This design comes from an exercise in tuning for small area on the open sky130 flow, not from production work.
Where RTL was checked, it was by simulation tests only, not by an equivalence proof against the original.
Function not checked in runs 4 to 6: the RTL went through the layout flow alone.
No activity file was given, so power comes from the tool's default toggle rates.

**flow/design.v**
```verilog
package agu_pkg;
  localparam int CH_SRC1   = 0;
  localparam int CH_SRC2   = 1;
  localparam int CH_DEST   = 2;
  localparam int CANON_MSB = 47;
  typedef enum logic [1:0] {
    SCALE_1 = 2'd0,
    SCALE_2 = 2'd1,
    SCALE_4 = 2'd2,
    SCALE_8 = 2'd3
  } scale_e;
endpackage
module agu_idx_sel (
  input  logic [3:0] sel_i,
  input  logic [3:0] idx_i,
  output logic       y_o
);
  assign y_o = |(sel_i & idx_i);
endmodule
module agu_fa (
  input  logic a_i,
  input  logic b_i,
  input  logic c_i,
  output logic s_o,
  output logic co_o
);
  assign s_o  = a_i ^ b_i ^ c_i;
  assign co_o = (a_i & b_i) | (a_i & c_i) | (b_i & c_i);
endmodule
module agu_ha (
  input  logic a_i,
  input  logic b_i,
  output logic s_o,
  output logic co_o
);
  assign s_o  = a_i ^ b_i;
  assign co_o = a_i & b_i;
endmodule
module agu_carry_net (
  input  logic [62:1] p_i,
  input  logic [62:1] g_i,
  output logic [63:2] cy_o
);
  logic [15:0] gg, gp, gc;   
  assign gg[0] = (g_i[4]) | (g_i[3] & p_i[4]) | (g_i[2] & p_i[4] & p_i[3]) | (g_i[1] & p_i[4] & p_i[3] & p_i[2]);
  assign gp[0] = p_i[1] & p_i[2] & p_i[3] & p_i[4];
  assign gg[1] = (g_i[8]) | (g_i[7] & p_i[8]) | (g_i[6] & p_i[8] & p_i[7]) | (g_i[5] & p_i[8] & p_i[7] & p_i[6]);
  assign gp[1] = p_i[5] & p_i[6] & p_i[7] & p_i[8];
  assign gg[2] = (g_i[12]) | (g_i[11] & p_i[12]) | (g_i[10] & p_i[12] & p_i[11]) | (g_i[9] & p_i[12] & p_i[11] & p_i[10]);
  assign gp[2] = p_i[9] & p_i[10] & p_i[11] & p_i[12];
  assign gg[3] = (g_i[16]) | (g_i[15] & p_i[16]) | (g_i[14] & p_i[16] & p_i[15]) | (g_i[13] & p_i[16] & p_i[15] & p_i[14]);
  assign gp[3] = p_i[13] & p_i[14] & p_i[15] & p_i[16];
  assign gg[4] = (g_i[20]) | (g_i[19] & p_i[20]) | (g_i[18] & p_i[20] & p_i[19]) | (g_i[17] & p_i[20] & p_i[19] & p_i[18]);
  assign gp[4] = p_i[17] & p_i[18] & p_i[19] & p_i[20];
  assign gg[5] = (g_i[24]) | (g_i[23] & p_i[24]) | (g_i[22] & p_i[24] & p_i[23]) | (g_i[21] & p_i[24] & p_i[23] & p_i[22]);
  assign gp[5] = p_i[21] & p_i[22] & p_i[23] & p_i[24];
  assign gg[6] = (g_i[28]) | (g_i[27] & p_i[28]) | (g_i[26] & p_i[28] & p_i[27]) | (g_i[25] & p_i[28] & p_i[27] & p_i[26]);
  assign gp[6] = p_i[25] & p_i[26] & p_i[27] & p_i[28];
  assign gg[7] = (g_i[32]) | (g_i[31] & p_i[32]) | (g_i[30] & p_i[32] & p_i[31]) | (g_i[29] & p_i[32] & p_i[31] & p_i[30]);
  assign gp[7] = p_i[29] & p_i[30] & p_i[31] & p_i[32];
  assign gg[8] = (g_i[36]) | (g_i[35] & p_i[36]) | (g_i[34] & p_i[36] & p_i[35]) | (g_i[33] & p_i[36] & p_i[35] & p_i[34]);
  assign gp[8] = p_i[33] & p_i[34] & p_i[35] & p_i[36];
  assign gg[9] = (g_i[40]) | (g_i[39] & p_i[40]) | (g_i[38] & p_i[40] & p_i[39]) | (g_i[37] & p_i[40] & p_i[39] & p_i[38]);
  assign gp[9] = p_i[37] & p_i[38] & p_i[39] & p_i[40];
  assign gg[10] = (g_i[44]) | (g_i[43] & p_i[44]) | (g_i[42] & p_i[44] & p_i[43]) | (g_i[41] & p_i[44] & p_i[43] & p_i[42]);
  assign gp[10] = p_i[41] & p_i[42] & p_i[43] & p_i[44];
  assign gg[11] = (g_i[48]) | (g_i[47] & p_i[48]) | (g_i[46] & p_i[48] & p_i[47]) | (g_i[45] & p_i[48] & p_i[47] & p_i[46]);
  assign gp[11] = p_i[45] & p_i[46] & p_i[47] & p_i[48];
  assign gg[12] = (g_i[52]) | (g_i[51] & p_i[52]) | (g_i[50] & p_i[52] & p_i[51]) | (g_i[49] & p_i[52] & p_i[51] & p_i[50]);
  assign gp[12] = p_i[49] & p_i[50] & p_i[51] & p_i[52];
  assign gg[13] = (g_i[56]) | (g_i[55] & p_i[56]) | (g_i[54] & p_i[56] & p_i[55]) | (g_i[53] & p_i[56] & p_i[55] & p_i[54]);
  assign gp[13] = p_i[53] & p_i[54] & p_i[55] & p_i[56];
  assign gg[14] = (g_i[60]) | (g_i[59] & p_i[60]) | (g_i[58] & p_i[60] & p_i[59]) | (g_i[57] & p_i[60] & p_i[59] & p_i[58]);
  assign gp[14] = p_i[57] & p_i[58] & p_i[59] & p_i[60];
  assign gg[15] = (g_i[62]) | (g_i[61] & p_i[62]);
  assign gp[15] = p_i[61] & p_i[62];
  assign gc[0] = 1'b0;
  assign gc[1] = gg[0];
  assign gc[2] = gg[1] | (gp[1] & gc[1]);
  assign gc[3] = gg[2] | (gp[2] & gc[2]);
  assign gc[4] = gg[3] | (gp[3] & gc[3]);
  assign gc[5] = gg[4] | (gp[4] & gc[4]);
  assign gc[6] = gg[5] | (gp[5] & gc[5]);
  assign gc[7] = gg[6] | (gp[6] & gc[6]);
  assign gc[8] = gg[7] | (gp[7] & gc[7]);
  assign gc[9] = gg[8] | (gp[8] & gc[8]);
  assign gc[10] = gg[9] | (gp[9] & gc[9]);
  assign gc[11] = gg[10] | (gp[10] & gc[10]);
  assign gc[12] = gg[11] | (gp[11] & gc[11]);
  assign gc[13] = gg[12] | (gp[12] & gc[12]);
  assign gc[14] = gg[13] | (gp[13] & gc[13]);
  assign gc[15] = gg[14] | (gp[14] & gc[14]);
  assign cy_o[2] = g_i[1];
  assign cy_o[3] = g_i[2] | (p_i[2] & cy_o[2]);
  assign cy_o[4] = g_i[3] | (p_i[3] & cy_o[3]);
  assign cy_o[5] = g_i[4] | (p_i[4] & cy_o[4]);
  assign cy_o[6] = g_i[5] | (p_i[5] & gc[1]);
  assign cy_o[7] = g_i[6] | (p_i[6] & cy_o[6]);
  assign cy_o[8] = g_i[7] | (p_i[7] & cy_o[7]);
  assign cy_o[9] = g_i[8] | (p_i[8] & cy_o[8]);
  assign cy_o[10] = g_i[9] | (p_i[9] & gc[2]);
  assign cy_o[11] = g_i[10] | (p_i[10] & cy_o[10]);
  assign cy_o[12] = g_i[11] | (p_i[11] & cy_o[11]);
  assign cy_o[13] = g_i[12] | (p_i[12] & cy_o[12]);
  assign cy_o[14] = g_i[13] | (p_i[13] & gc[3]);
  assign cy_o[15] = g_i[14] | (p_i[14] & cy_o[14]);
  assign cy_o[16] = g_i[15] | (p_i[15] & cy_o[15]);
  assign cy_o[17] = g_i[16] | (p_i[16] & cy_o[16]);
  assign cy_o[18] = g_i[17] | (p_i[17] & gc[4]);
  assign cy_o[19] = g_i[18] | (p_i[18] & cy_o[18]);
  assign cy_o[20] = g_i[19] | (p_i[19] & cy_o[19]);
  assign cy_o[21] = g_i[20] | (p_i[20] & cy_o[20]);
  assign cy_o[22] = g_i[21] | (p_i[21] & gc[5]);
  assign cy_o[23] = g_i[22] | (p_i[22] & cy_o[22]);
  assign cy_o[24] = g_i[23] | (p_i[23] & cy_o[23]);
  assign cy_o[25] = g_i[24] | (p_i[24] & cy_o[24]);
  assign cy_o[26] = g_i[25] | (p_i[25] & gc[6]);
  assign cy_o[27] = g_i[26] | (p_i[26] & cy_o[26]);
  assign cy_o[28] = g_i[27] | (p_i[27] & cy_o[27]);
  assign cy_o[29] = g_i[28] | (p_i[28] & cy_o[28]);
  assign cy_o[30] = g_i[29] | (p_i[29] & gc[7]);
  assign cy_o[31] = g_i[30] | (p_i[30] & cy_o[30]);
  assign cy_o[32] = g_i[31] | (p_i[31] & cy_o[31]);
  assign cy_o[33] = g_i[32] | (p_i[32] & cy_o[32]);
  assign cy_o[34] = g_i[33] | (p_i[33] & gc[8]);
  assign cy_o[35] = g_i[34] | (p_i[34] & cy_o[34]);
  assign cy_o[36] = g_i[35] | (p_i[35] & cy_o[35]);
  assign cy_o[37] = g_i[36] | (p_i[36] & cy_o[36]);
  assign cy_o[38] = g_i[37] | (p_i[37] & gc[9]);
  assign cy_o[39] = g_i[38] | (p_i[38] & cy_o[38]);
  assign cy_o[40] = g_i[39] | (p_i[39] & cy_o[39]);
  assign cy_o[41] = g_i[40] | (p_i[40] & cy_o[40]);
  assign cy_o[42] = g_i[41] | (p_i[41] & gc[10]);
  assign cy_o[43] = g_i[42] | (p_i[42] & cy_o[42]);
  assign cy_o[44] = g_i[43] | (p_i[43] & cy_o[43]);
  assign cy_o[45] = g_i[44] | (p_i[44] & cy_o[44]);
  assign cy_o[46] = g_i[45] | (p_i[45] & gc[11]);
  assign cy_o[47] = g_i[46] | (p_i[46] & cy_o[46]);
  assign cy_o[48] = g_i[47] | (p_i[47] & cy_o[47]);
  assign cy_o[49] = g_i[48] | (p_i[48] & cy_o[48]);
  assign cy_o[50] = g_i[49] | (p_i[49] & gc[12]);
  assign cy_o[51] = g_i[50] | (p_i[50] & cy_o[50]);
  assign cy_o[52] = g_i[51] | (p_i[51] & cy_o[51]);
  assign cy_o[53] = g_i[52] | (p_i[52] & cy_o[52]);
  assign cy_o[54] = g_i[53] | (p_i[53] & gc[13]);
  assign cy_o[55] = g_i[54] | (p_i[54] & cy_o[54]);
  assign cy_o[56] = g_i[55] | (p_i[55] & cy_o[55]);
  assign cy_o[57] = g_i[56] | (p_i[56] & cy_o[56]);
  assign cy_o[58] = g_i[57] | (p_i[57] & gc[14]);
  assign cy_o[59] = g_i[58] | (p_i[58] & cy_o[58]);
  assign cy_o[60] = g_i[59] | (p_i[59] & cy_o[59]);
  assign cy_o[61] = g_i[60] | (p_i[60] & cy_o[60]);
  assign cy_o[62] = g_i[61] | (p_i[61] & gc[15]);
  assign cy_o[63] = g_i[62] | (p_i[62] & cy_o[62]);
endmodule
module agu_addr_calc (
  input  logic [63:0] base_i,
  input  logic [63:0] index_i,
  input  logic        index_valid_i,
  input  logic [1:0]  scale_i,
  input  logic [31:0] disp_i,
  output logic [63:0] sum_o
);
  logic [3:0]  sel;
  logic [63:0] sidx, dext, s, p;
  logic [63:1] c, g;
  logic [63:2] cy;
  assign sel[0] = index_valid_i & (scale_i == 2'd0);
  assign sel[1] = index_valid_i & (scale_i == 2'd1);
  assign sel[2] = index_valid_i & (scale_i == 2'd2);
  assign sel[3] = index_valid_i & (scale_i == 2'd3);
  assign dext   = {{32{disp_i[31]}}, disp_i};
  assign sidx[0] = sel[0] & index_i[0];
  assign sidx[1] = (sel[0] & index_i[1]) | (sel[1] & index_i[0]);
  assign sidx[2] = (sel[0] & index_i[2]) | (sel[1] & index_i[1]) | (sel[2] & index_i[0]);
  for (genvar i = 3; i < 64; i++) begin : g_sel
    agu_idx_sel u_sel (
      .sel_i (sel),
      .idx_i ({index_i[i-3], index_i[i-2], index_i[i-1], index_i[i]}),
      .y_o   (sidx[i])
    );
  end
  for (genvar i = 0; i < 64; i++) begin : g_csa
    if (i < 63) begin : g_fa
      agu_fa u_fa (.a_i(base_i[i]), .b_i(sidx[i]), .c_i(dext[i]), .s_o(s[i]), .co_o(c[i+1]));
    end else begin : g_fa_top
      logic unused_co;
      agu_fa u_fa (.a_i(base_i[i]), .b_i(sidx[i]), .c_i(dext[i]), .s_o(s[i]), .co_o(unused_co));
    end
  end
  assign p[0] = s[0];
  for (genvar i = 1; i < 63; i++) begin : g_pg
    agu_ha u_ha (.a_i(s[i]), .b_i(c[i]), .s_o(p[i]), .co_o(g[i]));
  end
  assign p[63] = s[63] ^ c[63];
  assign g[63] = 1'b0;   
  agu_carry_net u_cn (.p_i(p[62:1]), .g_i(g[62:1]), .cy_o(cy));
  assign sum_o = {p[63:2] ^ cy, p[1:0]};
endmodule
import agu_pkg::*;
module agu_pipe_stage
#(
  parameter int ADDR_W    = 64,
  parameter int NUM_CH    = 3,
  parameter int DISP_W    = 32,
  parameter int PAYLOAD_W = 256,
  parameter int DEPTH     = 2
) (
  input  logic                     clk,
  input  logic                     resetN,
  input  logic                     flushIn,
  input  logic                     inValid,
  output logic                     inReady,
  input  logic [PAYLOAD_W-1:0]     inPayload,
  input  logic [NUM_CH-1:0]        inMemAccess,
  input  logic [NUM_CH*ADDR_W-1:0] inBase,
  input  logic [NUM_CH*ADDR_W-1:0] inIndex,
  input  logic [NUM_CH-1:0]        inIndexValid,
  input  logic [NUM_CH*2-1:0]      inScale,
  input  logic [NUM_CH*DISP_W-1:0] inDisp,
  output logic                     outValid,
  input  logic                     outReady,
  output logic [PAYLOAD_W-1:0]     outPayload,
  output logic [NUM_CH-1:0]        outMemAccess,
  output logic [NUM_CH*ADDR_W-1:0] outAddr,
  output logic [NUM_CH-1:0]        outFault,
  output logic [31:0]              acceptedCount
);
  localparam int ENTRY_W = PAYLOAD_W + NUM_CH + NUM_CH*ADDR_W;
  logic [NUM_CH*ADDR_W-1:0] calc_sum;
  logic [ENTRY_W-1:0]       push_entry;
  logic [ENTRY_W-1:0]       ent0_q, ent1_q;
  logic        wr_ptr_q, rd_ptr_q, rd_ptr_n_q;
  logic [1:0]  count_q;
  logic [31:0] acc_cnt_q;
  logic        rdy_en_q;
  logic        push, pop;
  for (genvar c = 0; c < NUM_CH; c++) begin : g_ch
    agu_addr_calc u_calc (
      .base_i        (inBase[c*ADDR_W +: ADDR_W]),
      .index_i       (inIndex[c*ADDR_W +: ADDR_W]),
      .index_valid_i (inIndexValid[c]),
      .scale_i       (inScale[c*2 +: 2]),
      .disp_i        (inDisp[c*DISP_W +: DISP_W]),
      .sum_o         (calc_sum[c*ADDR_W +: ADDR_W])
    );
  end
  assign push_entry = {inPayload, inMemAccess, calc_sum};
  assign inReady  = rdy_en_q & ~count_q[1];
  assign outValid = (count_q != 2'd0);
  assign push     = inValid & inReady & ~flushIn;
  assign pop      = outValid & outReady & ~flushIn;
  always_ff @(posedge clk or negedge resetN) begin
    if (!resetN) begin
      wr_ptr_q  <= 1'b0;
      rd_ptr_q  <= 1'b0;
      rd_ptr_n_q <= 1'b1;
      count_q   <= 2'd0;
      rdy_en_q  <= 1'b0;
    end else begin
      rdy_en_q <= 1'b1;
      if (flushIn) begin
        wr_ptr_q <= 1'b0;
        rd_ptr_q <= 1'b0;
        rd_ptr_n_q <= 1'b1;
        count_q  <= 2'd0;
      end else begin
        if (push) begin
          wr_ptr_q <= ~wr_ptr_q;
        end
        if (pop) begin
          rd_ptr_q   <= ~rd_ptr_q;
          rd_ptr_n_q <= ~rd_ptr_n_q;
        end
        if (push & ~pop) count_q <= count_q + 2'd1;
        if (pop & ~push) count_q <= count_q - 2'd1;
      end
    end
  end
  logic        cnt_inc;
  logic [31:0] cnt_tog;
  assign cnt_inc = push & ~&acc_cnt_q;
  for (genvar i = 0; i < 32; i++) begin : g_cnt
    if (i == 0) assign cnt_tog[i] = cnt_inc;
    else        assign cnt_tog[i] = cnt_inc & (&acc_cnt_q[i-1:0]);
  end
  always_ff @(posedge clk or negedge resetN) begin
    if (!resetN) acc_cnt_q <= '0;
    else         acc_cnt_q <= acc_cnt_q ^ cnt_tog;
  end
  always_ff @(posedge clk) begin
    if (~count_q[1] & ~wr_ptr_q) ent0_q <= push_entry;
    if (~count_q[1] &  wr_ptr_q) ent1_q <= push_entry;
  end
  logic [ENTRY_W-1:0]       head;
  logic [NUM_CH-1:0]        head_mem;
  assign head     = ({ENTRY_W{rd_ptr_n_q}} & ent0_q) | ({ENTRY_W{rd_ptr_q}} & ent1_q);
  assign head_mem = head[NUM_CH*ADDR_W +: NUM_CH];
  assign outPayload   = head[ENTRY_W-1 -: PAYLOAD_W];
  assign outMemAccess = head_mem;
  for (genvar c = 0; c < NUM_CH; c++) begin : g_out
    logic [ADDR_W-1:0]         a;
    logic [ADDR_W-1:CANON_MSB] upper;
    logic                      s0, s1;
    assign s0    = rd_ptr_n_q & ent0_q[NUM_CH*ADDR_W + c];
    assign s1    = rd_ptr_q   & ent1_q[NUM_CH*ADDR_W + c];
    assign a     = ({ADDR_W{s0}} & ent0_q[c*ADDR_W +: ADDR_W]) | ({ADDR_W{s1}} & ent1_q[c*ADDR_W +: ADDR_W]);
    assign upper = a[ADDR_W-1:CANON_MSB];
    assign outAddr[c*ADDR_W +: ADDR_W] = a;
    assign outFault[c] = ~(&upper) & (|upper);
  end
  assign acceptedCount = acc_cnt_q;
endmodule
```
**flow/flow/run.sh**
```bash
#!/bin/bash
# Standard ORFS layout (the standard.sh, standard synthesis) with three changes:
#  - ports are buffered with buf_1 instead of the flow's default pick;
#  - the floorplan step removes synthesis buffers instead of sizing up gates against
#    a wire-load estimate of the still unbuffered high-fanout nets;
#  - after global routing, cells on paths with positive slack are sized down.
set -euo pipefail
bash standard.sh \
  "BUFFER_PORTS_ARGS=-buffer_cell sky130_fd_sc_hd__buf_1" \
  REMOVE_ABC_BUFFERS=1 \
  RECOVER_POWER=100 \
  finish > standard_flow.log 2>&1
```
**flow/standard.sh**
```bash
#!/bin/bash
# synth_recipe.tcl (not shown) runs the flow's synth.tcl, then flattens the netlist and writes it again
# the make line also repeats each setting of config.mk as NAME=value (left out here)
make -C /OpenROAD-flow-scripts/flow DESIGN_CONFIG=/design/flow/config.mk WORK_HOME=/design/flow/orfs CLKGATE_MAP_FILE= SYNTH_SCRIPT=/design/flow/synth_recipe.tcl "${@:-finish}"
```
**flow/config.mk**
```make
export PLATFORM = sky130hd
export DESIGN_NAME = agu_pipe_stage
export DESIGN_NICKNAME = agu_pipe_stage
export VERILOG_FILES = /design/flow/design.v
export SDC_FILE = /design/flow/constraint.sdc
export NUM_CORES = 4
export LEC_CHECK = 0
export CAP_MARGIN = 20
export CORE_MARGIN = 2
export CORE_UTILIZATION = 40
export CTS_CLUSTER_DIAMETER = 150
export CTS_CLUSTER_SIZE = 24
export SLEW_MARGIN = 20
export SYNTH_HIERARCHICAL = 1
```
**flow/constraint.sdc**
```tcl
create_clock -name core_clock -period 5.5 [get_ports {clk}]
set_input_delay 1.1000 -clock core_clock [delete_from_list [all_inputs] [get_ports {clk}]]
set_output_delay 1.1000 -clock core_clock [all_outputs]
set_load 0.01 [all_outputs]
```
==> results of run 1 <==
state kept, by name (all words and copies together), names as in the netlist:
name	cells
ent0_q	451
ent1_q	451
acc_cnt_q	32
rdy_en_q	1
rd_ptr_n_q	1
wr_ptr_q	1
count_q	2
rd_ptr_q	1
synthesized netlist by cell type (6+ instances only):
| cell type | count | share of area, % |
|---|---|---|
| buf_1 | 16 | 0.12 |
| a21o_1 | 138 | 2.1 |
| nand2_1 | 242 | 1.9 |
| dfrtp_1 | 37 | 1.9 |
| a22o_1 | 448 | 8.1 |
| a41o_1 | 13 | 0.27 |
| nor4_1 | 11 | 0.14 |
| inv_1 | 17 | 0.13 |
| nor2b_1 | 8 | 0.10 |
| edfxtp_1 | 902 | 56 |
| and3_1 | 37 | 0.48 |
| fa_1 | 192 | 7.9 |
| xor2_1 | 203 | 3.7 |
| or2_2 | 14 | 0.18 |
| nor2_1 | 46 | 0.36 |
| buf_4 | 11 | 0.17 |
| clkbuf_1 | 68 | 0.53 |
| o21bai_1 | 9 | 0.14 |
| buf_6 | 10 | 0.23 |
| a31o_1 | 9 | 0.16 |
| and2_1 | 17 | 0.22 |
| o21ai_0 | 47 | 0.48 |
| a21bo_2 | 6 | 0.12 |
| nand4_1 | 26 | 0.33 |
| buf_2 | 12 | 0.12 |
| mux2i_1 | 6 | 0.12 |
| a211oi_1 | 10 | 0.15 |
| a22o_2 | 6 | 0.12 |
| nand3_1 | 22 | 0.23 |
| a31o_2 | 9 | 0.16 |
| a21oi_1 | 90 | 0.93 |
| a22oi_1 | 373 | 5.8 |
| nor3_1 | 16 | 0.16 |
| ha_1 | 187 | 4.8 |
| nand2b_1 | 6 | 0.077 |
| and4_1 | 18 | 0.32 |
| xnor2_1 | 12 | 0.22 |
cells by family after synthesis:
logic type | after synthesis
muxes | 6
xor gates and xnor gates | 215
other | 1
AOI/OAI and AO/OA | 1194
and+or+nand+nor | 493
DFF | 940
buffers and inverters | 134
adders and majority gates | 379
worst max-delay path by stage:
stage | to | slack [ns] | cells after the start
final | ent0_q[48] | 0.44 | 19
after global routing | ent1_q[127] | 0.21 | 19
after CTS | outFault[2] | 0.57 | 7
after detailed placement | ent0_q[44] | 0.04 | 19
after global placement | ent1_q[44] | 0.07 | 17
after floorplan | ent1_q[0] | -15.95 | 1
per-module statistics from Yosys (local to each module, per instance):
module / flip-flops and latches / cells inside / area (µm²)
agu_addr_calc: 0 / 80 / 671
agu_carry_net: 0 / 176 / 1150
agu_fa: 0 / 1 / 20.0
agu_ha: 0 / 1 / 12.5
agu_idx_sel: 0 / 3 / 18.8
agu_pipe_stage: 940 / 1667 / 33500
routing by layer:
metal	GRT usage, %	vias to the layer above	wire length [µm]
met5	0	-	164
met4	11.7	26	9150
met3	9.37	333	19200
met2	46.5	1917	87300
met1	38.9	18700	77200
li1	-	16200	-
report_power, final:
| group | internal (mW) | switching [mW] |
|---|---|---|
| Sequential | 9.68 | 0.327 |
| Clock | 1.56 | 2.29 |
| Combinational | 2.41 | 4.55 |
metrics by stage:
| stage | area [µm²] | utilization (%) | std cells |
|---|---|---|---|
| after detailed placement | 56200 | 46.8 | 6254 |
| final | 57300 | 47.6 | 6346 |
| after floorplan | 48000 | - | 3245 |
| after CTS | 57500 | 47.8 | 6321 |
| after global placement | 56200 | 46.8 | 6254 |
| after global routing | 57200 | 47.6 | 6332 |
area by class of cell:
class / count / area (µm²)
tap: 1612 / 2020
antenna: 25 / 62.6
clock inverter: 5 / 90.1
inverter: 17 / 63.8
multi-input combinational: 2288 / 19900
timing repair buffer: 1397 / 5910
fill: 11100 / 63000
clock buffer: 62 / 1200
sequential: 940 / 28000
cells in the final DEF, fill, tap and decap left out, drive strengths merged, types with 25 or more instances in the layout:
cell	count
fa	192
a22o	454
ha	187
nand4	27
diode	25
nand2	242
a21oi	90
dfrtp	37
xor2	203
edfxtp	902
and3	37
clkbuf	253
buf	1206
nor2	49
a22oi	373
o21ai	50
a21o	138
==> impl_metrics.tcl, run 1 <==
set metrics [dict create \
    crit_path_start_kind "input port" \
    ir_drop_uv 364 \
    critical_path_buf_inv_count 4 \
    grt-ovfl-total 0 \
    synth_edf_count 902 \
    ioPinCount 1241 \
    cts-resized-gates 0 \
    hp-class "register to register" \
    synth.distinct_cells 67 \
    initial_utilization_pct 40.4 \
    clockBufferDepth 3 \
    path_class "input port to register" \
    cts_tree "done" \
    crit_start "inIndexValid[0]" \
    synth_top_family_by_area "compound AO/OA/AOI/OAI gates" \
    timing.final.hold_violations 0 \
    rows 127 \
    power_mw 20.8 \
    grt_max_degree 161 \
    cp-end-kind "register" \
    yosys.area_share.simple_pct 5.06 \
    grt_pass1_wl_um 265000 \
    drc_errors 0 \
    slowest_stage "o31ai_2" \
    period_minus_slack_ns 5.06 \
    slew_viol_final 539 \
    async_flop_share_pct 4.04 \
    synth_compound_area_share_pct 19.2 \
    yosysSeqAreaShare_pct 57.7 \
    fin_ws_ns 0.441 \
    gr-usage-all-layers_pct 29.9 \
    fin_setup_tns_ns 0 \
    synthAdderAreaFrac_pct 12.7 \
    h-tree-depth 2 \
    drive_gt1_share_pct 5.18 \
    cp_max_fo 5 \
    status "failed layout checks" \
    min_from "acc_cnt_q[23]" \
    firstDrtPassIters 7 \
    syn_avg_cell_area_um2 14.5 \
    numCtsBuffers 45 \
    synth_area_um2 48600 \
    finalSetupViolations 0 \
    crit_arrival_ns 5.53 \
    cpLargestDelayFamily "compound AO/OA/AOI/OAI gates" \
    r2r_slack_ns 0.69 \
    cpPeakStageDelay_ns 0.48 \
    place_ws_ns 0.0402 \
    required_ns 5.97 \
    root_buffer "clkbuf_16" \
    synthCells 3362 \
    tightest_slew_ns 2.97 \
    num_vias 37200 \
    port_buffers 1240 \
    cts_sinks 940 \
    fin_crit_sh_pct 92.0 \
    so_faults "capacitance limit, slew limit" \
    synth_mux_area_share_pct 0.124 \
    crit_chain "clkbuf_1 > nand2b_4 > nor2_1 > clkbuf_1 > a22oi_1 > nand2_1 > fa_1 > ha_1 > o21ai_0 > o31ai_2 > clkbuf_4 > a41o_1 > a31o_1 > a31o_1 > clkbuf_1 > a21bo_2 > a211oi_1 > o21bai_1 > xor2_1" \
    p_leak_nw 22.1 \
    cp_common_cell "clkbuf_1" \
    hold_ws_ns 0.502 \
    final_nets 5821 \
    whs_path_depth 1 \
    hpwlAfterDp_um 156000 \
    vias_per_cell 5.86 \
    path_clk_slew_ns 0.10 \
    reg2reg_from "count_q[1]" \
    grt_setup_unrepaired "false" \
    die_w_um 353 \
    powerDensity_nw_per_um2 364 \
    gp_congestion 1.00 \
    drtIter0Drc 4129 \
    ys.warnings.count 7 \
    r2r_end "ent0_q[332]" \
    postCtsSetupRepairBufs 0 \
    ys_seq_elements 940 \
    core_um2 120000 \
    clock_skew_ns 0.0206 \
    die_h_um 353 \
    synth-xor-area-share_pct 3.88 \
    worst_skew_pair.late_latency_ns 0.67 \
    grt_antenna_before_repair 57 \
    synth_top_flop_cell "edfxtp_1" \
    routedWlPerCell_um 30.4 \
    reg2reg_depth 2 \
    timing.fmax_ghz 0.198 \
    areaGrowthSynthToFinish_pct 17.9 \
    ant_nets 0 \
    relSlewSlack_pct -97.7 \
    min_to "acc_cnt_q[23]" \
    grt_pass1_vias 35400 \
    dieArea_um2 124000 \
    routed_wl_um 193000 \
    drv_cap 9 \
    postCtsHoldBufs 0 \
]
==> run 2, diff against run 1 <==
==> flow/flow/run.sh (replaced) <==
#!/bin/bash
# Standard ORFS layout (the standard.sh, standard synthesis); the only change is the
# cell used to buffer the ports (buf_1 instead of the flow's default pick).
set -euo pipefail
bash standard.sh "BUFFER_PORTS_ARGS=-buffer_cell sky130_fd_sc_hd__buf_1" finish > standard_flow.log 2>&1
--- a/flow/config.mk
+++ b/flow/config.mk
@@ -8,5 +8,5 @@
 export CAP_MARGIN = 20
 export CORE_MARGIN = 2
-export CORE_UTILIZATION = 40
+export CORE_UTILIZATION = 45
 export CTS_CLUSTER_DIAMETER = 150
 export CTS_CLUSTER_SIZE = 24
==> run 2 against run 1 <==
  * Synthesized cell count unchanged
  * Area after synthesis stayed put
  * The flow now stops in I/O pin placement (3_2_place_iop)
==> impl_metrics.tcl, run 2 <==
set metrics [dict create \
    rows 120 \
    lastStage "I/O pin placement (3_2_place_iop)" \
    synthCells 3362 \
    die_w_um 333 \
    initial_utilization_pct 45.4 \
    async_flop_share_pct 4.04 \
    stop_error "[ERROR PPL-0024] Number of IO pins (1241) exceeds maximum number of available positions (1202). Increase the die perimeter from 1330.38um to 1687.76um." \
    synth.distinct_cells 67 \
    synthTopCellsByArea "edfxtp_1 (56%), a22o_1 (8.1%), fa_1 (7.9%), a22oi_1 (5.8%), ha_1 (4.8%)" \
    ys_seq_elements 940 \
    status "did not finish" \
    yosysSeqAreaShare_pct 57.7 \
    ys.warnings.count 7 \
    syn_avg_cell_area_um2 14.5 \
    synth_top_cell_by_area "edfxtp_1" \
    yosysMostFrequentCell "edfxtp_1" \
    synth_top_flop_cell "edfxtp_1" \
    yosys.area.top_type_share_pct 55.7 \
    die_h_um 333 \
    synth_commonest_cells "edfxtp_1 (902), a22o_1 (448), a22oi_1 (373), nand2_1 (242), xor2_1 (203)" \
    synth_area_um2 48600 \
    synth_edf_count 902 \
]
[run 2: cell counts after synthesis]
Identical to the previous run, type by type.
[run 2: modules after synthesis (local to each module, per instance)]
| module | times used | area, µm² | cells | flip-flops and latches |
|---|---|---|---|---|
| agu_ha | 186 | 12.5 | 1 | 0 |
| agu_addr_calc | 3 | 671 | 80 | 0 |
| agu_carry_net | 3 | 1150 | 176 | 0 |
| agu_idx_sel | 183 | 18.8 | 3 | 0 |
| agu_fa | 192 | 20.0 | 1 | 0 |
| agu_pipe_stage | 1 | 33500 | 1667 | 940 |
[run 2: logic make-up after synthesis]
family	count (synthesis)	share of synthesized area, %
simple gates	493	5.06
fa+ha+maj	379	12.7
xor+xnor	215	3.88
other cells	1	0.00772
mux	6	0.124
flops	940	57.7
buf+inv	134	1.31
compound gates	1194	19.2
==> run 3, diff against run 2 <==
--- a/flow/config.mk
+++ b/flow/config.mk
@@ -8,5 +8,5 @@
 export CAP_MARGIN = 20
 export CORE_MARGIN = 2
-export CORE_UTILIZATION = 45
+export CORE_UTILIZATION = 40
 export CTS_CLUSTER_DIAMETER = 150
 export CTS_CLUSTER_SIZE = 24
==> run 3 against run 2 <==
  * Now clean on timing, DRC and antenna
  * Synthesized cell count did not move
  * Area after synthesis did not move
==> impl_metrics.tcl, run 3 <==
set metrics [dict create \
    routedWlPerCell_um 31.7 \
    postCtsSetupRepairBufs 0 \
    grt_max_degree 154 \
    timing.fmax_ghz 0.195 \
    synth_top_cell_by_area "edfxtp_1" \
    die_h_um 353 \
    drtIter0Drc 4156 \
    postCtsHoldBufs 0 \
    routed_wl_um 201000 \
    numCtsBuffers 45 \
    path_class "input port to register" \
    top_usage_layer "met2" \
    cts-resized-gates 0 \
    grt_pass1_wl_um 273000 \
    grt_antenna_before_repair 97 \
    fin_crit_sh_pct 93.5 \
    reg2reg_from "count_q[1]" \
    grt-ovfl-total 0 \
    powerDensity_nw_per_um2 359 \
    clock_skew_ns 0.0255 \
    reg_top3 "ent0_q: 451 flops, ent1_q: 451 flops, acc_cnt_q: 32 flops" \
    drv_cap 0 \
    dieArea_um2 124000 \
    met2_usage_pct 49.7 \
    h-tree-depth 2 \
    finalSetupViolations 0 \
    crit_start "inScale[5]" \
    worst_skew_pair.late_latency_ns 0.67 \
    hp-class "register to register" \
    tightest_slew_ns 1.26 \
    ir_drop_uv 276 \
    crit_path_start_kind "input port" \
    firstDrtPassIters 6 \
    slew_viol_final 0 \
    cpPeakStageDelay_ns 0.53 \
    ioPinCount 1241 \
    hpwlAfterDp_um 161000 \
    cp.depth 18 \
    ant_nets 0 \
    synth_edf_count 902 \
    crit_arrival_ns 5.55 \
    drive_gt1_share_pct 5.70 \
    drc_errors 0 \
    cts_sinks 940 \
    relSlewSlack_pct 16.1 \
    ys_seq_elements 940 \
    grtUsageMet3_pct 12.0 \
    rows 127 \
    yosysSeqAreaShare_pct 57.7 \
    clockBufferDepth 3 \
    fin_area_um2 57400 \
    cp_max_fo 25 \
    syn_avg_cell_area_um2 14.5 \
    instances_no_fill 6339 \
    synthTopCellsByArea "edfxtp_1 (56%), a22o_1 (8.1%), fa_1 (7.9%), a22oi_1 (5.8%), ha_1 (4.8%)" \
    synth_commonest_cells "edfxtp_1 (902), a22o_1 (448), a22oi_1 (373), nand2_1 (242), xor2_1 (203)" \
    yosys.area.top_type_share_pct 55.7 \
    mostFrequentLayoutCells "buf_1 (1236), edfxtp_1 (902), a22o_1 (448)" \
    status "no timing/DRC/antenna violations" \
    dp.cells 6232 \
    synthCells 3362 \
    timing.final.hold_violations 0 \
    dpl-instance-area_um2 56100 \
    core_um2 120000 \
    critical_path_buf_inv_count 3 \
    grt_pass1_vias 35700 \
    initial_utilization_pct 40.4 \
    crit_chain "buf_1 > inv_1 > and3_4 > buf_4 > a22oi_1 > nand2_1 > fa_1 > ha_1 > a21oi_1 > o21ai_0 > a221oi_1 > o21ai_0 > a31o_1 > a41o_1 > a221oi_2 > a21oi_1 > xnor2_1 > xnor2_1" \
    cpLargestDelayFamily "compound AO/OA/AOI/OAI gates" \
    async_flop_share_pct 4.04 \
    grt_setup_unrepaired "false" \
    port_buffers 1240 \
    areaGrowthSynthToFinish_pct 18.2 \
    required_ns 5.91 \
    fillers 11000 \
    use_met1_pct 37.6 \
    p_leak_nw 22.2 \
    final_nets 5799 \
    die_w_um 353 \
    root_buffer "clkbuf_16" \
    cp-end-kind "register" \
    min_from "acc_cnt_q[23]" \
    gr-usage-all-layers_pct 31.1 \
    synth_area_um2 48600 \
    synth_top_flop_cell "edfxtp_1" \
    synth.distinct_cells 67 \
    period_minus_slack_ns 5.14 \
    reg2reg_depth 3 \
    ys.warnings.count 7 \
    num_vias 37100 \
    final_common_cell "buf_1" \
    yosysMostFrequentCell "edfxtp_1" \
    gp_congestion 0.994 \
    vias_per_cell 5.85 \
    path_clk_slew_ns 0.10 \
    whs_path_depth 1 \
    cts_tree "done" \
    slowest_stage "a22oi_1" \
]
[run 3: cell counts after synthesis]
Identical to the previous run, type by type.
[run 3: final timing paths]
check                                 to  slack [ns]
max reg2reg                  ent1_q[240]        2.94
max in group asynchronous       rd_ptr_q        4.25
min in group asynchronous       rd_ptr_q        0.56
min                        acc_cnt_q[23]        0.50
min reg2reg                acc_cnt_q[23]        0.50
max                          ent1_q[191]        0.36
[run 3: metal layers]
layer | wire length, µm | share of wire [%] | up-vias
met5 | 609 | 0.30 | -
met4 | 9270 | 4.6 | 92
met3 | 22700 | 11 | 366
met2 | 94000 | 47 | 1718
met1 | 74200 | 37 | 18800
li1 | - | - | 16200
[run 3: cell type report]
type                    count  area, µm²  share of cell area (%)
well taps                1612       2020                    3.51
diodes                     40        100                   0.174
inverters                  17       63.8                   0.111
multi-input cells        2288      20000                    34.8
clock buffers              63       1210                    2.12
flip-flops and latches    940      28000                    48.8
clock inverters             4       61.3                   0.107
repair buffers           1375       5950                    10.4
[run 3: power breakdown]
group,internal [mW],switching [mW],total [mW],leakage [nW]
Sequential,9.67,0.322,9.99,9.32
Clock,1.57,2.32,3.89,0.615
Combinational,2.42,4.34,6.77,12.2
Total,13.7,6.98,20.6,22.2
[run 3: cells by family after synthesis]
group | Yosys count | share of synthesized area [%]
AOI/OAI and AO/OA | 1194 | 19.2
xor gates and xnor gates | 215 | 3.88
adders and majority gates | 379 | 12.7
buffers and inverters | 134 | 1.31
DFF | 940 | 57.7
muxes | 6 | 0.124
other | 1 | 0.00772
and+or+nand+nor | 493 | 5.06
[run 3: through the flow]
step	hold slack, ns	worst slack (ns)	utilization, %	TNS, ns	total power, mW
2_1_floorplan	0.515	-2.18	-	-1926.75	14.0
4_1_cts	0.497	0.413	47.7	0	20.7
3_5_place_dp	0.482	-0.297	46.6	-6.65	16.9
6_report	0.497	0.359	47.8	0	20.6
5_1_grt	0.512	0.0308	47.7	0	21.6
3_3_place_gp	0.472	-0.146	46.6	-2.46	16.8
[run 3: per-module statistics from Yosys (local to each module, per instance)]
module,flip-flops and latches,cell area [µm²],copies in the design
agu_pipe_stage,940,33500,1
agu_fa,0,20.0,192
agu_ha,0,12.5,186
agu_carry_net,0,1150,3
agu_addr_calc,0,671,3
agu_idx_sel,0,18.8,183
==> run 4, diff against run 3 <==
--- a/flow/design.v
+++ b/flow/design.v
@@ -11,4 +11,18 @@
   } scale_e;
 endpackage
+module agu_aoi222 (
+  input  logic [2:0] sel_i,
+  input  logic [2:0] idx_i,
+  output logic       y_n_o
+);
+  assign y_n_o = ~|(sel_i & idx_i);
+endmodule
+module agu_nand2 (
+  input  logic a_i,
+  input  logic b_i,
+  output logic y_n_o
+);
+  assign y_n_o = ~(a_i & b_i);
+endmodule
 module agu_idx_sel (
   input  logic [3:0] sel_i,
@@ -16,5 +30,8 @@
   output logic       y_o
 );
-  assign y_o = |(sel_i & idx_i);
+  logic y012_n, y3_n;
+  agu_aoi222 u_aoi  (.sel_i(sel_i[2:0]), .idx_i(idx_i[2:0]), .y_n_o(y012_n));
+  agu_nand2  u_nand (.a_i(sel_i[3]), .b_i(idx_i[3]), .y_n_o(y3_n));
+  assign y_o = ~(y012_n & y3_n);
 endmodule
 module agu_fa (
@@ -163,12 +180,13 @@
 );
   logic [3:0]  sel;
+  logic [63:0] t_n;
   logic [63:0] sidx, dext, s, p;
   logic [63:1] c, g;
   logic [63:2] cy;
+  assign dext   = {{32{disp_i[31]}}, disp_i};
   assign sel[0] = index_valid_i & (scale_i == 2'd0);
   assign sel[1] = index_valid_i & (scale_i == 2'd1);
   assign sel[2] = index_valid_i & (scale_i == 2'd2);
   assign sel[3] = index_valid_i & (scale_i == 2'd3);
-  assign dext   = {{32{disp_i[31]}}, disp_i};
   assign sidx[0] = sel[0] & index_i[0];
   assign sidx[1] = (sel[0] & index_i[1]) | (sel[1] & index_i[0]);
==> run 4 against run 3 <==
  * Sequential cell count stayed put
  * Register-to-register slack worse by 0.06 ns
  * Still clean on timing, DRC and antenna
  * Worst setup slack better by 0.014 ns
  * Global-route usage is 1.5 points lower
  * Critical path type unchanged
==> impl_metrics.tcl, run 4 <==
set metrics [dict create \
    critical_path_buf_inv_count 2 \
    ys.warnings.count 7 \
    clockBufferDepth 3 \
    r2r_slack_ns 2.88 \
    fin_util_pct 48.4 \
    cts_sinks 940 \
    fin_ws_ns 0.373 \
    synthCells 3386 \
    synth_top_cell_by_area "edfxtp_1" \
    gr-usage-all-layers_pct 29.6 \
    slew_viol_final 0 \
    grt_setup_unrepaired "false" \
    numCtsBuffers 45 \
    fillers 11000 \
    areaGrowthSynthToFinish_pct 20.0 \
    die_h_um 352 \
    gp_congestion 0.970 \
    synth_area_um2 48400 \
    final_common_cell "buf_1" \
    tightest_slew_ns 1.06 \
    syn_avg_cell_area_um2 14.3 \
    path_clk_slew_ns 0.10 \
    cp-end-kind "register" \
    grt_antenna_before_repair 83 \
    place_ws_ns -0.333 \
    ys_seq_elements 940 \
    grt_pass1_wl_um 261000 \
    num_vias 37400 \
    worst_skew_pair.late_latency_ns 0.68 \
    p_leak_nw 22.9 \
    period_minus_slack_ns 5.13 \
    hp-class "register to register" \
    fin_area_um2 58100 \
    grt-ovfl-total 0 \
    final_nets 5951 \
    synth_edf_count 902 \
    ioPinCount 1241 \
    status "no timing/DRC/antenna violations" \
    h-tree-depth 2 \
    core_um2 120000 \
    yosysMostFrequentCell "edfxtp_1" \
    ant_nets 0 \
    die_w_um 352 \
    drtIter0Drc 5063 \
    path_class "input port to register" \
    routedWlPerCell_um 29.6 \
    mostFrequentLayoutCells "buf_1 (1235), edfxtp_1 (902), a22o_1 (442)" \
    cp_max_fo 12 \
    routed_wl_um 193000 \
    grt_max_degree 175 \
    powerDensity_nw_per_um2 357 \
    reg_top3 "ent0_q: 451 flops, ent1_q: 451 flops, acc_cnt_q: 32 flops" \
    timing.fmax_ghz 0.195 \
    async_flop_share_pct 4.04 \
    clock_skew_ns 0.0324 \
    ff_latch_area_um2 28000 \
    cts_tree "done" \
    relSlewSlack_pct 29.4 \
    dpl-instance-area_um2 56700 \
    timing.final.hold_violations 0 \
    drv_cap 0 \
    dieArea_um2 124000 \
    cp_common_cell "o21ai_0" \
    synth_commonest_cells "edfxtp_1 (902), a22o_1 (442), nand2_1 (431), xor2_1 (203), fa_1 (192)" \
    initial_utilization_pct 40.3 \
    slowest_stage "fa_1" \
    hpwlAfterDp_um 153000 \
    multiInputGateArea_um2 19800 \
    postCtsSetupRepairBufs 0 \
    crit_arrival_ns 5.55 \
    root_buffer "clkbuf_16" \
    firstDrtPassIters 14 \
    drive_gt1_share_pct 8.17 \
    ir_drop_uv 270 \
    drc_errors 0 \
    port_buffers 1240 \
    dp.cells 6383 \
    fin_crit_sh_pct 93.2 \
    instances_no_fill 6499 \
    synth.distinct_cells 65 \
    yosys.area.top_type_share_pct 56.0 \
    grt_pass1_vias 35900 \
    synthTopCellsByArea "edfxtp_1 (56%), a22o_1 (8.0%), fa_1 (7.9%), ha_1 (4.8%), a222oi_1 (3.8%)" \
    finalSetupViolations 0 \
    crit_chain "buf_1 > nand2_1 > nor2_4 > a222oi_1 > nand2_1 > fa_1 > ha_1 > and2_1 > a221o_1 > a22oi_1 > o21ai_0 > buf_4 > o21ai_0 > a21oi_1 > o21ai_0 > a21boi_0 > xor2_1" \
    rows 127 \
    vias_per_cell 5.76 \
    power_mw 20.8 \
    synth_top_flop_cell "edfxtp_1" \
    required_ns 5.92 \
    cpLargestDelayFamily "compound AO/OA/AOI/OAI gates" \
    crit_path_start_kind "input port" \
    cpPeakStageDelay_ns 0.44 \
    yosysSeqAreaShare_pct 57.9 \
]
==> run 4: cell count changes in the layout (fill, tap and decap cells not counted), moves of 13 or more <==
cell,before,now
buf_12,22,9
nand2_1,242,431
buf_4,113,253
a222oi_1,0,183
a22oi_1,373,10
diode_2,40,54
==> run 4: final timing paths <==
path	startpoint	to	depth (start not counted)
max in group asynchronous	resetN	rd_ptr_q	2
min in group asynchronous	resetN	acc_cnt_q[19]	2
worst min register to register	acc_cnt_q[19]	acc_cnt_q[19]	1
worst max-delay path	inIndexValid[0]	ent0_q[47]	17
worst min-delay path	acc_cnt_q[19]	acc_cnt_q[19]	1
worst max register to register	count_q[1]	ent1_q[350]	3
==> run 4: layout make-up <==
cell class	instances	share of cell area, %
clock buffer	53	1.99
antenna	54	0.233
timing repair buffer	1502	11.6
inverter	29	0.187
tap	1612	3.47
multi-input combinational	2301	34.0
clock inverter	8	0.207
sequential	940	48.3
==> run 4: per-stage QoR <==
step | setup TNS [ns] | hold WS, ns
3_5_place_dp | -10.68 | 0.485
5_1_grt | 0 | 0.521
3_3_place_gp | -5.07 | 0.472
4_1_cts | 0 | 0.508
2_1_floorplan | -1926.75 | 0.515
6_report | 0 | 0.509
==> run 4: kinds of logic after synthesis <==
family          after synthesis  synth area share (%)
simple gates                712                  6.92
flops                       940                  57.9
fa+ha+maj                   379                  12.8
other cells                   1               0.00775
mux                           6                 0.124
buf+inv                     146                  1.40
compound gates              987                  17.0
xor+xnor                    215                  3.89
==> run 4: what timing repair did <==
| action | CTS | global route |
|---|---|---|
| endpoints found under the hold margin | 0 | 0 |
| endpoints found under the setup margin | 0 | 2 |
| gates resized for setup | 0 | 4 |
| hold buffers | 0 | 0 |
==> run 4: worst register-to-register path, stage by stage, from the launching register on <==
cell and delay (ns):
dfrtp_2 0.50, nor2b_4 0.47, buf_4 0.56, buf_4 0.69
==> run 4: modules after synthesis (local to each module, per instance) <==
module / cells inside / times used / flops+latches / cell area [µm²]
agu_carry_net: 184 / 3 / 0 / 1160
agu_aoi222: 1 / 183 / 0 / 10.0
agu_ha: 1 / 186 / 0 / 12.5
agu_addr_calc: 80 / 3 / 0 / 671
agu_fa: 1 / 192 / 0 / 20.0
agu_nand2: 1 / 183 / 0 / 3.75
agu_pipe_stage: 1667 / 1 / 940 / 33500
agu_idx_sel: 1 / 183 / 0 / 3.75
==> run 4: metal layers <==
| layer | track usage (%) | wire, µm |
|---|---|---|
| met3 | 11.5 | 23000 |
| met5 | 0 | 353 |
| met1 | 35.9 | 71400 |
| met4 | 16.6 | 11700 |
| met2 | 45.2 | 86200 |
==> run 4: where the power goes <==
part / leakage, nW / switching (mW) / internal (mW) / total (mW)
logic: 12.9 / 4.28 / 2.59 / 6.87
registers: 9.32 / 0.328 / 9.67 / 10.0
clock network: 0.621 / 2.33 / 1.57 / 3.90
total: 22.9 / 6.94 / 13.8 / 20.8
==> run 5, diff against run 4 <==
--- a/flow/design.v
+++ b/flow/design.v
@@ -217,4 +217,16 @@
 endmodule
 import agu_pkg::*;
+module agu_entry_load
+#(
+  parameter int W = 1
+) (
+  input  logic         load_i,
+  input  logic         hold_i,
+  input  logic [W-1:0] new_i,
+  input  logic [W-1:0] cur_i,
+  output logic [W-1:0] next_o
+);
+  assign next_o = ({W{load_i}} & new_i) | ({W{hold_i}} & cur_i);
+endmodule
 module agu_pipe_stage
 #(
@@ -307,7 +319,19 @@
     else         acc_cnt_q <= acc_cnt_q ^ cnt_tog;
   end
+  logic               ld0, ld1, hold0, hold1;
+  logic [ENTRY_W-1:0] ent0_d, ent1_d;
+  assign ld0   = ~count_q[1] & ~wr_ptr_q;
+  assign ld1   = ~count_q[1] &  wr_ptr_q;
+  assign hold0 = ~ld0;
+  assign hold1 = ~ld1;
+  agu_entry_load #(.W(ENTRY_W)) u_ld0 (
+    .load_i (ld0), .hold_i (hold0), .new_i (push_entry), .cur_i (ent0_q), .next_o (ent0_d)
+  );
+  agu_entry_load #(.W(ENTRY_W)) u_ld1 (
+    .load_i (ld1), .hold_i (hold1), .new_i (push_entry), .cur_i (ent1_q), .next_o (ent1_d)
+  );
   always_ff @(posedge clk) begin
-    if (~count_q[1] & ~wr_ptr_q) ent0_q <= push_entry;
-    if (~count_q[1] &  wr_ptr_q) ent1_q <= push_entry;
+    ent0_q <= ent0_d;
+    ent1_q <= ent1_d;
   end
   logic [ENTRY_W-1:0]       head;
==> run 5 against run 4 <==
  * Routed wire length is 5.9% higher
  * Synthesized cell count increased by 33%
  * Area after synthesis rose by 1.8%
  * Register-to-register slack got worse by 0.54 ns
  * Global-route usage increased by 1.1 points
  * Sequential cell count unchanged
  * Worst setup slack worse by 0.019 ns
  * Core utilization decreased by 0.66 points
  * Final cell count increased by 17%
  * Die area rose by 1.8%
  * Maximum frequency is 0.37% lower
  * Critical path depth up 1
==> impl_metrics.tcl, run 5 <==
set metrics [dict create \
    finalSetupViolations 0 \
    grt_max_degree 151 \
    required_ns 6.08 \
    yosysMostFrequentCell "a22o_1" \
    dp.cells 7452 \
    path_class "input port to register" \
    routed_wl_um 204000 \
    synthTopCellsByArea "dfxtp_1 (37%), a22o_1 (24%), fa_1 (7.8%), ha_1 (4.7%), buf_6 (3.7%)" \
    firstDrtPassIters 10 \
    fillers 11800 \
    areaGrowthSynthToFinish_pct 18.3 \
    path_clk_slew_ns 0.10 \
    ant_nets 0 \
    drc_errors 0 \
    cp-end-kind "register" \
    status "no timing/DRC/antenna violations" \
    crit_path_start_kind "input port" \
    grt_antenna_before_repair 90 \
    core_um2 122000 \
    root_buffer "clkbuf_16" \
    num_vias 45700 \
    relSlewSlack_pct 27.1 \
    numCtsBuffers 45 \
    cts_tree "done" \
    timing.final.hold_violations 0 \
    powerDensity_nw_per_um2 408 \
    instances_no_fill 7572 \
    grt_pass1_wl_um 295000 \
    timing.fmax_ghz 0.194 \
    synth_top_cell_by_area "dfxtp_1" \
    synth_edf_count 0 \
    die_w_um 355 \
    synthCells 4491 \
    period_minus_slack_ns 5.15 \
    fin_ws_ns 0.354 \
    die_h_um 355 \
    grt_setup_unrepaired "false" \
    grt-ovfl-total 0 \
    reg_top3 "ent0_q: 451 flops, ent1_q: 451 flops, acc_cnt_q: 32 flops" \
    dieArea_um2 126000 \
    cts_sinks 940 \
    reg2reg_from "count_q[1]" \
    slew_viol_final 0 \
    ys.warnings.count 7 \
    postCtsHoldBufs 0 \
    fin_crit_sh_pct 93.6 \
    yosysSeqAreaShare_pct 38.6 \
    crit_arrival_ns 5.72 \
    vias_per_cell 6.04 \
    place_ws_ns -0.273 \
    syn_avg_cell_area_um2 11.0 \
    mostFrequentLayoutCells "a22o_1 (1350), buf_1 (1236), dfxtp_1 (902)" \
    initial_utilization_pct 40.4 \
    cp_max_fo 32 \
    ir_drop_uv 294 \
    gp_congestion 1.02 \
    final_common_cell "a22o_1" \
    gr-usage-all-layers_pct 30.7 \
    hpwlAfterDp_um 155000 \
    p_leak_nw 25.7 \
    fin_setup_tns_ns 0 \
    drive_gt1_share_pct 9.16 \
    ioPinCount 1241 \
    synth_top_flop_cell "dfxtp_1" \
    synth_commonest_cells "a22o_1 (1350), dfxtp_1 (902), nand2_1 (430), xor2_1 (193), fa_1 (192)" \
    worst_skew_pair.late_latency_ns 0.69 \
    synth_area_um2 49300 \
    routedWlPerCell_um 26.9 \
    yosys.area.top_type_share_pct 36.6 \
    grt_pass1_vias 43800 \
    cts-resized-gates 0 \
    h-tree-depth 2 \
    hp-class "input port to asynchronous set/reset pin" \
    async_flop_share_pct 4.04 \
    synth.distinct_cells 68 \
    tightest_slew_ns 1.09 \
    r2r_end "ent0_q[251]" \
    port_buffers 1240 \
    postCtsSetupRepairBufs 0 \
    final_nets 7007 \
    clockBufferDepth 3 \
    r2r_slack_ns 2.34 \
    clock_skew_ns 0.0164 \
    power_mw 23.8 \
    ys_seq_elements 940 \
    drtIter0Drc 5637 \
    reg2reg_depth 4 \
    rows 128 \
    drv_cap 0 \
]
[run 5: changes by cell type after synthesis, moves of 8 or more]
cell      before   now
a22o_1       442  1350
buf_2         12    49
buf_6         10   164
dfxtp_1        0   902
edfxtp_1     902     0
nand3_1       34    42
xnor2_1       12    26
xor2_1       203   193
[run 5: kinds of logic (layout without fill, tap and decap cells)]
group	Yosys count	in the layout	share of synthesized area, %
AO/OA/AOI/OAI	1886	1886	32.7
XOR/XNOR	219	219	3.89
adder cells (fa/ha/maj)	379	379	12.5
buffers and inverters	349	1742	5.41
flip-flops	940	940	38.6
multiplexers	6	6	0.122
other	1	64	0.00761
AND/OR/NAND/NOR	711	711	6.75
[run 5: worst max-delay path, cell delays in order]
cell and delay (ns):
buf_1 0.11, nand2b_4 0.16, nor2_4 0.59, buf_4 0.35, a222oi_1 0.14, nand2_1 0.11
fa_1 0.42, ha_1 0.32, a21o_1 0.20, a31o_2 0.22, a221oi_2 0.35, o22ai_1 0.14
or2_2 0.30, a311o_1 0.37, a21o_1 0.21, a21o_1 0.18, xor2_1 0.17, a22o_1 0.23
[run 5: metrics by stage]
step | hold slack, ns | util (%) | instance area, µm²
global route | 0.266 | 47.7 | 58200
CTS | 0.475 | 47.6 | 58100
floorplan | 0.431 | - | 49300
detailed placement | 0.450 | 46.6 | 56900
global placement | 0.444 | 46.6 | 56900
finish | 0.295 | 47.8 | 58300
[run 5: report_power, final]
| group | switching [mW] | internal, mW | total (mW) |
|---|---|---|---|
| clock network | 2.35 | 1.55 | 3.90 |
| registers | 1.20 | 9.06 | 10.3 |
| logic | 5.09 | 4.56 | 9.65 |
| total | 8.63 | 15.2 | 23.8 |
[run 5: how the worst max path moves through the flow]
| stage | to | start | slack (ns) |
|---|---|---|---|
| floorplan | ent0_q[120] | inScale[2] | 0.004 |
| global placement | ent1_q[175] | inScale[5] | -0.24 |
| detailed placement | ent1_q[175] | inScale[5] | -0.27 |
| CTS | ent1_q[184] | inScale[4] | 0.45 |
| global route | ent1_q[184] | inScale[4] | 0.05 |
| finish | ent1_q[184] | inScale[5] | 0.35 |
[run 5: final cells by class]
| type | count | area, µm² | share of cell area (%) |
|---|---|---|---|
| repair buffers | 1654 | 8040 | 13.8 |
| clock inverters | 5 | 58.8 | 0.101 |
| diodes | 63 | 158 | 0.270 |
| flip-flops and latches | 940 | 19000 | 32.6 |
| well taps | 1625 | 2030 | 3.49 |
| clock buffers | 51 | 1180 | 2.02 |
| multi-input cells | 3202 | 27700 | 47.5 |
| inverters | 32 | 135 | 0.232 |
[run 5: Yosys stat by module, one instance, submodules excluded, excerpt]
| module | cells inside | copies in the design |
|---|---|---|
| agu_pipe_stage | 1670 | 1 |
| agu_aoi222 | 1 | 183 |
| agu_addr_calc | 80 | 3 |
| agu_idx_sel | 1 | 183 |
| agu_carry_net | 184 | 3 |
| agu_nand2 | 1 | 183 |
| agu_ha | 1 | 186 |
| agu_fa | 1 | 192 |
[run 5: layer usage]
metal | routed length (µm) | vias to the layer above | global-route usage, %
met4 | 11000 | 40 | 15.8
met2 | 92000 | 2079 | 47.9
li1 | - | 20400 | -
met3 | 15800 | 439 | 6.90
met5 | 241 | - | 0
met1 | 85000 | 22700 | 39.8
==> run 6, diff against run 5 <==
--- a/flow/design.v
+++ b/flow/design.v
@@ -11,27 +11,17 @@
   } scale_e;
 endpackage
-module agu_aoi222 (
-  input  logic [2:0] sel_i,
-  input  logic [2:0] idx_i,
+module agu_sh1_n (
+  input  logic [1:0] sel_i,
+  input  logic [1:0] idx_i,
   output logic       y_n_o
 );
   assign y_n_o = ~|(sel_i & idx_i);
 endmodule
-module agu_nand2 (
-  input  logic a_i,
-  input  logic b_i,
-  output logic y_n_o
-);
-  assign y_n_o = ~(a_i & b_i);
-endmodule
-module agu_idx_sel (
-  input  logic [3:0] sel_i,
-  input  logic [3:0] idx_i,
+module agu_sh2 (
+  input  logic       sel_i,
+  input  logic [1:0] t_n_i,
   output logic       y_o
 );
-  logic y012_n, y3_n;
-  agu_aoi222 u_aoi  (.sel_i(sel_i[2:0]), .idx_i(idx_i[2:0]), .y_n_o(y012_n));
-  agu_nand2  u_nand (.a_i(sel_i[3]), .b_i(idx_i[3]), .y_n_o(y3_n));
-  assign y_o = ~(y012_n & y3_n);
+  assign y_o = ~(sel_i ? t_n_i[1] : t_n_i[0]);
 endmodule
 module agu_fa (
@@ -185,18 +175,21 @@
   logic [63:2] cy;
   assign dext   = {{32{disp_i[31]}}, disp_i};
-  assign sel[0] = index_valid_i & (scale_i == 2'd0);
-  assign sel[1] = index_valid_i & (scale_i == 2'd1);
-  assign sel[2] = index_valid_i & (scale_i == 2'd2);
-  assign sel[3] = index_valid_i & (scale_i == 2'd3);
-  assign sidx[0] = sel[0] & index_i[0];
-  assign sidx[1] = (sel[0] & index_i[1]) | (sel[1] & index_i[0]);
-  assign sidx[2] = (sel[0] & index_i[2]) | (sel[1] & index_i[1]) | (sel[2] & index_i[0]);
-  for (genvar i = 3; i < 64; i++) begin : g_sel
-    agu_idx_sel u_sel (
-      .sel_i (sel),
-      .idx_i ({index_i[i-3], index_i[i-2], index_i[i-1], index_i[i]}),
-      .y_o   (sidx[i])
+  assign sel[0] = index_valid_i & ~scale_i[0];
+  assign sel[1] = index_valid_i & scale_i[0];
+  assign sel[2] = scale_i[1];
+  assign sel[3] = 1'b0;   
+  assign t_n[0] = ~(sel[0] & index_i[0]);
+  for (genvar i = 1; i < 64; i++) begin : g_sh1
+    agu_sh1_n u_sh1 (
+      .sel_i ({sel[1], sel[0]}),
+      .idx_i ({index_i[i-1], index_i[i]}),
+      .y_n_o (t_n[i])
     );
   end
+  assign sidx[0] = ~sel[2] & ~t_n[0];
+  assign sidx[1] = ~sel[2] & ~t_n[1];
+  for (genvar i = 2; i < 64; i++) begin : g_sh2
+    agu_sh2 u_sh2 (.sel_i(sel[2]), .t_n_i({t_n[i-2], t_n[i]}), .y_o(sidx[i]));
+  end
   for (genvar i = 0; i < 64; i++) begin : g_csa
     if (i < 63) begin : g_fa
@@ -217,16 +210,4 @@
 endmodule
 import agu_pkg::*;
-module agu_entry_load
-#(
-  parameter int W = 1
-) (
-  input  logic         load_i,
-  input  logic         hold_i,
-  input  logic [W-1:0] new_i,
-  input  logic [W-1:0] cur_i,
-  output logic [W-1:0] next_o
-);
-  assign next_o = ({W{load_i}} & new_i) | ({W{hold_i}} & cur_i);
-endmodule
 module agu_pipe_stage
 #(
@@ -319,19 +300,7 @@
     else         acc_cnt_q <= acc_cnt_q ^ cnt_tog;
   end
-  logic               ld0, ld1, hold0, hold1;
-  logic [ENTRY_W-1:0] ent0_d, ent1_d;
-  assign ld0   = ~count_q[1] & ~wr_ptr_q;
-  assign ld1   = ~count_q[1] &  wr_ptr_q;
-  assign hold0 = ~ld0;
-  assign hold1 = ~ld1;
-  agu_entry_load #(.W(ENTRY_W)) u_ld0 (
-    .load_i (ld0), .hold_i (hold0), .new_i (push_entry), .cur_i (ent0_q), .next_o (ent0_d)
-  );
-  agu_entry_load #(.W(ENTRY_W)) u_ld1 (
-    .load_i (ld1), .hold_i (hold1), .new_i (push_entry), .cur_i (ent1_q), .next_o (ent1_d)
-  );
   always_ff @(posedge clk) begin
-    ent0_q <= ent0_d;
-    ent1_q <= ent1_d;
+    if (~count_q[1] & ~wr_ptr_q) ent0_q <= push_entry;
+    if (~count_q[1] &  wr_ptr_q) ent1_q <= push_entry;
   end
   logic [ENTRY_W-1:0]       head;
==> flow/flow/run.sh (replaced) <==
#!/bin/bash
# Standard ORFS layout (the standard.sh, standard synthesis) with three changes:
#  - ports are buffered with buf_1 instead of the flow's default pick;
#  - the floorplan step removes synthesis buffers instead of sizing up gates against
#    a wire-load estimate of the still unbuffered high-fanout nets;
#  - after global routing, cells on paths with positive slack are sized down.
set -euo pipefail
bash standard.sh \
  "BUFFER_PORTS_ARGS=-buffer_cell sky130_fd_sc_hd__buf_1" \
  REMOVE_ABC_BUFFERS=1 \
  RECOVER_POWER=100 \
  finish > standard_flow.log 2>&1
==> run 6 against run 5 <==
  * The layout now fails its checks (capacitance limit, slew limit)
  * Maximum frequency is 2.0% lower
  * Global-route usage up 0.20 points
  * Via count fell by 22%
  * Die area is essentially flat
  * Sequential share of layout area up 15 points
  * Core utilization is essentially flat
  * Highest routed layer unchanged
==> impl_metrics.tcl, run 6 <==
set metrics [dict create \
    grt_setup_unrepaired "false" \
    min_to "acc_cnt_q[23]" \
    postCtsSetupRepairBufs 0 \
    worst_skew_pair.late_latency_ns 0.69 \
    tightest_slew_ns 4.61 \
    ir_drop_uv 284 \
    yosysMostFrequentCell "edfxtp_1" \
    reg_top3 "ent0_q: 451 flops, ent1_q: 451 flops, acc_cnt_q: 32 flops" \
    powerDensity_nw_per_um2 363 \
    dieArea_um2 126000 \
    timing.final.hold_violations 0 \
    routed_wl_um 202000 \
    hpwlAfterDp_um 166000 \
    ys_seq_elements 940 \
    h-tree-depth 2 \
    core_um2 122000 \
    synthCells 3179 \
    min_from "acc_cnt_q[23]" \
    drc_errors 0 \
    path_class "input port to register" \
    p_leak_nw 22.3 \
    grt_max_degree 156 \
    synth_commonest_cells "edfxtp_1 (902), a22o_1 (442), xor2_1 (203), fa_1 (192), a22oi_2 (189)" \
    clock_skew_ns 0.0479 \
    slew_viol_final 968 \
    vias_per_cell 5.73 \
    grt_pass1_wl_um 271000 \
    cp-end-kind "register" \
    synth.distinct_cells 65 \
    gp_congestion 0.991 \
    synth_compound_area_share_pct 17.7 \
    final_common_cell "buf_1" \
    crit_arrival_ns 5.66 \
    async_flop_share_pct 4.04 \
    relSlewSlack_pct -207 \
    synth_top_family_by_area "compound AO/OA/AOI/OAI gates" \
    cts-resized-gates 0 \
    r2r_end "ent0_q[305]" \
    path_clk_slew_ns 0.10 \
    hp-class "register to register" \
    drive_gt1_share_pct 10.2 \
    routedWlPerCell_um 32.4 \
    drv_cap 11 \
    die_w_um 355 \
    synth-xor-area-share_pct 3.86 \
    clockBufferDepth 3 \
    dp.cells 6124 \
    reg2reg_depth 2 \
    period_minus_slack_ns 5.25 \
    cts_sinks 940 \
    status "failed layout checks" \
    synth_area_um2 49200 \
    cts_tree "done" \
    place_ws_ns -0.252 \
    whs_path_depth 1 \
    ioPinCount 1241 \
    ant_nets 0 \
    so_faults "capacitance limit, slew limit" \
    synth_mux_area_share_pct 3.78 \
    finalSetupViolations 0 \
    cp_max_fo 31 \
    fin_ws_ns 0.249 \
    fin_util_pct 47.8 \
    instances_no_fill 6238 \
    power_mw 21.2 \
    synth_top_flop_cell "edfxtp_1" \
    required_ns 5.91 \
    drtIter0Drc 3174 \
    port_buffers 1240 \
    die_h_um 355 \
    grt-ovfl-total 0 \
    crit_path_start_kind "input port" \
    synth_edf_count 902 \
    timing.fmax_ghz 0.190 \
    areaGrowthSynthToFinish_pct 18.5 \
    mostFrequentLayoutCells "buf_1 (1074), edfxtp_1 (902), a22o_1 (442)" \
    ys.warnings.count 7 \
    yosys.area_share.simple_pct 3.87 \
    reg2reg_from "count_q[1]" \
    postCtsHoldBufs 0 \
    root_buffer "clkbuf_16" \
    fin_crit_sh_pct 95.5 \
    num_vias 35700 \
    firstDrtPassIters 6 \
    syn_avg_cell_area_um2 15.5 \
    rows 128 \
    r2r_slack_ns 0.72 \
    synth_top_cell_by_area "edfxtp_1" \
    grt_antenna_before_repair 73 \
    yosysSeqAreaShare_pct 56.9 \
    gr-usage-all-layers_pct 30.9 \
    numCtsBuffers 45 \
    final_nets 5678 \
    synthAdderAreaFrac_pct 12.6 \
    yosys.area.top_type_share_pct 55.0 \
    initial_utilization_pct 40.4 \
    fin_setup_tns_ns 0 \
    grt_pass1_vias 34600 \
    synthTopCellsByArea "edfxtp_1 (55%), a22o_1 (7.9%), fa_1 (7.8%), a22oi_2 (4.8%), ha_1 (4.8%)" \
]
## run 6: worst max path at each step
| stage | startpoint | endpoint | slack [ns] | depth (start not counted) |
|---|---|---|---|---|
| floorplan | count_q[1] | ent1_q[0] | -15.95 | 1 |
| global placement | inScale[2] | ent1_q[122] | -0.23 | 16 |
| detailed placement | inScale[2] | ent1_q[127] | -0.25 | 16 |
| CTS | rd_ptr_n_q | outFault[1] | 0.46 | 6 |
| global route | inIndexValid[0] | ent1_q[63] | 0.06 | 19 |
| finish | inIndexValid[0] | ent1_q[56] | 0.25 | 17 |
## run 6: cell type report
type,count,area (µm²)
Multi-Input combinational cell,2099,20500
Antenna cell,36,90.1
Timing Repair Buffer,1434,6200
Sequential cell,940,28000
Inverter,26,97.6
Fill cell,11100,63700
Clock inverter,6,105
Clock buffer,72,1240
Tap cell,1625,2030
## run 6: cell families (layout without fill, tap and decap cells)
| logic type | after synthesis | in the layout |
|---|---|---|
| AO/OA/AOI/OAI | 987 | 987 |
| flip-flops | 940 | 940 |
| adder cells (fa/ha/maj) | 379 | 379 |
| AND/OR/NAND/NOR | 334 | 334 |
| XOR/XNOR | 212 | 212 |
| multiplexers | 186 | 186 |
| buffers and inverters | 140 | 1538 |
| other | 1 | 37 |
## run 6: per-module statistics from Yosys, one instance, submodules excluded
| module | area, µm² | times used | flops+latches |
|---|---|---|---|
| agu_carry_net | 1160 | 3 | 0 |
| agu_pipe_stage | 33500 | 1 | 940 |
| agu_fa | 20.0 | 192 | 0 |
| agu_addr_calc | 609 | 3 | 0 |
| agu_sh2 | 10.0 | 186 | 0 |
| agu_sh1_n | 12.5 | 189 | 0 |
| agu_ha | 12.5 | 186 | 0 |
## run 6: layer usage
layer | GRT usage, % | vias up | wire, µm
li1 | - | 15600 | -
met1 | 40.1 | 18300 | 80800
met2 | 48.9 | 1555 | 93300
met3 | 8.66 | 311 | 18200
met4 | 12.7 | 38 | 9560
met5 | 0 | - | 241
## run 6: critical path: stages
cell and delay [ns]:
buf_1 0.16, nor2b_4 0.24, buf_12 0.24, clkbuf_1 0.46, a22oi_1 0.31, mux2i_1 0.29, fa_1 0.47, ha_1 0.32
and4_1 0.24, and2_1 0.18, a22oi_1 0.26, o22ai_1 0.17, or2_2 0.31, a311o_1 0.34, a21o_1 0.20, a21o_1 0.18
xor2_1 0.16
## run 6: metrics by stage
step	instance area, µm²	hold slack [ns]
final	58300	0.499
after global routing	58300	0.527
after CTS	58500	0.409
after detailed placement	57200	0.485
after global placement	57200	0.479
after floorplan	48700	0.515
## run 6: report_power, final
part / switching [mW] / total [mW] / internal, mW
clock network: 2.36 / 3.95 / 1.59
logic: 4.61 / 7.15 / 2.55
registers: 0.334 / 10.1 / 9.73

## separate check: timing with driven ports
No port has a modelled driver above. Below, the same layouts with a new extraction and two added sets of constraints.
Step 1, drivers: a clkbuf_16 drives clk and a buf_2 each remaining input, both assumed.
Step 2 times the ports against the registers' clock, not the clock port: input delays grow and output delays shrink by t, the midpoint of the rising clock arrivals with the driver on.
a / b / c = ideal / step 1 / step 2; a / b = the first two.
run	shift t [ns]	setup slack, ns
run 1	0.728	0.441 / 0.479 / -0.249
run 3	0.748	0.359 / 0.370 / -0.378
run 4	0.727	0.373 / 0.371 / -0.356
run 5	0.754	0.354 / 0.232 / -0.522
run 6	0.748	0.249 / 0.238 / -0.452
